Background: an optimization exercise with open tools, aiming at small area. Do not read the settings as production practice. Only simulation tests tie the RTL to the original design; equivalence was not proved. Power and IR drop assume default switching activity.

== build 34 ==
Design decode, start of the top module:
module decode #(
  parameter int WIDTH  = 32,
  parameter int REG_AW = 5
) (
  input  logic              clk,
  input  logic              rst,
  input  logic [31:0]       if_id_instr,
  input  logic [WIDTH-1:0]  if_id_npc,
  input  logic              id_flush,
  input  logic              mem_wb_reg_write,
  input  logic [REG_AW-1:0] mem_wb_write_reg,
  input  logic [WIDTH-1:0]  wb_write_data,
  output logic [1:0]        id_ex_wb,
  output logic [2:0]        id_ex_m,
  output logic [3:0]        id_ex_ex,
  output logic [WIDTH-1:0]  id_ex_npc,
  output logic [WIDTH-1:0]  id_ex_readdat1,
  output logic [WIDTH-1:0]  id_ex_readdat2,
  output logic [WIDTH-1:0]  id_ex_sign_ext,
  output logic [4:0]        id_ex_instr_2016,
  output logic [4:0]        id_ex_instr_1511
);
make LEC_CHECK=0 CAP_MARGIN=20 CORE_MARGIN=2 CORE_UTILIZATION=45 PLACE_DENSITY=0.6 SLEW_MARGIN=20 SYNTH_HIERARCHICAL=1 SYNTH_MINIMUM_KEEP_SIZE=0 finish   # period 6.0 ns
run.sh (not shown) runs the stock make flow with config.mk's settings and CLKGATE_MAP_FILE= SYNTH_SCRIPT=/design/flow/synth_recipe.tcl, a recipe that flattens the netlist after the stock synthesis.
Build 34 finished every step from synthesis to the final layout, and the layout passed the timing, design-rule and antenna checks.
Input changes introduced in build 25 (baseline for comparison: build 34):
==> flow/flow/run.sh (new file) <==
#!/bin/bash
# The standard layout (standard.sh, all ORFS steps), with two changes that
# only pick smaller cells:
#  - the buffers that buffer_ports puts on every input and output port are
#    sky130_fd_sc_hd__buf_1 instead of the default choice;
#  - clock tree synthesis uses clkbuf_8 leaf/tree buffers in clusters of up
#    to 14 sinks, without dummy loads.
# Each tool's log stays in orfs/logs/; make's own output goes to
# standard.log in this folder.
set -euo pipefail
bash standard.sh \
  "BUFFER_PORTS_ARGS=-buffer_cell sky130_fd_sc_hd__buf_1" \
  "CTS_ARGS=-sink_clustering_enable -repair_clock_nets -dont_use_dummy_load -buf_list sky130_fd_sc_hd__clkbuf_8 -sink_clustering_size 14 -sink_clustering_max_diameter 80" \
  finish > standard.log 2>&1
==> flow/standard.sh (new file) <==
#!/bin/bash
# synth_recipe.tcl (not shown) runs the flow's synth.tcl, then flattens the netlist and writes it again
# the make line also repeats each setting of config.mk as NAME=value (left out here)
make -C /OpenROAD-flow-scripts/flow DESIGN_CONFIG=/design/flow/config.mk WORK_HOME=/design/flow/orfs CLKGATE_MAP_FILE= SYNTH_SCRIPT=/design/flow/synth_recipe.tcl "${@:-finish}"
removed: flow/run.sh
--- outcome ---
Having completed the whole flow, build 25 delivered a layout that passed the timing, design-rule and antenna checks. Comparing build 34 and build 25, the higher wire length on met3 is on build 34. Relative to build 34, the synthesis-to-layout area growth of build 25 is lower by 10 points. Build 25 against build 34: worst hold slack went up by 0.0050 ns; average routed wire per standard cell was more or less identical.
--- input diff build 25..build 78 ---
- CTS_BUF_LIST newly set to sky130_fd_sc_hd__clkbuf_4
==> flow/flow/run.sh <==
#!/bin/bash
# The standard layout, with two changes that only pick smaller cells:
#  - the port buffers that buffer_ports inserts on every input and output
#    are sky130_fd_sc_hd__buf_1 instead of the default choice;
#  - clock tree synthesis runs without dummy loads.
# Every tool's output stays in orfs/logs/; make's own output goes to
# standard.log in this folder.
set -euo pipefail
bash standard.sh \
  "BUFFER_PORTS_ARGS=-buffer_cell sky130_fd_sc_hd__buf_1" \
  "CTS_ARGS=-sink_clustering_enable -repair_clock_nets -dont_use_dummy_load -buf_list sky130_fd_sc_hd__clkbuf_4" \
  finish > standard.log 2>&1
## What came out
- NOTE: wire length in build 78 exceeds that of build 25
- Changes observed in build 78 relative to build 25: global-route wire length before repair went up by about 1.4%; power of the combinational group was more or less identical; share of power burned in combinational logic went down by 1.2 points; cell-internal power went up by 0.97 mW.
- Going from build 25 to build 78, setup slack after layout lower, clock buffer instance count of the final layout higher.
- Looking at clock insertion delay at the later pin of the skew report, build 78 sits 0.37 ns above build 25.
- Going from build 25 to build 78, met2 wire length shows an increase of 2.0%; routed length per placed instance shows a reduction of about 2.6%; overall track demand over capacity in global routing shows an increase of 0.61 points.

-- port drivers added, routing unchanged --
The flow's constraints put no driver on any port. The routed layouts listed below were extracted and timed again, unchanged, in two steps.
Step 1, drivers: a clkbuf_16 drives clk and a buf_2 each remaining input, both assumed.
Step 2 moves the port delays by t, midway between the first and last clock arrival at a register: inputs arrive t later, outputs are due t later. That takes back most of the time a late clock gives input paths.
Slacks: no drivers / after step 1 / after step 2; pairs: no drivers / after step 1.
| run | t (ns) | setup WS [ns] | worst data-port slew with drivers (ns) |
|---|---|---|---|
| build 34 | 0.772 | 0.353 / 0.280 / 1.052 | 0.11 |
| build 25 | 0.783 | 0.679 / 0.611 / 1.394 | 0.08 |
| build 78 | 1.196 | 0.254 / 0.187 / 1.383 | 0.08 |
After both steps every run listed still meets setup and hold.
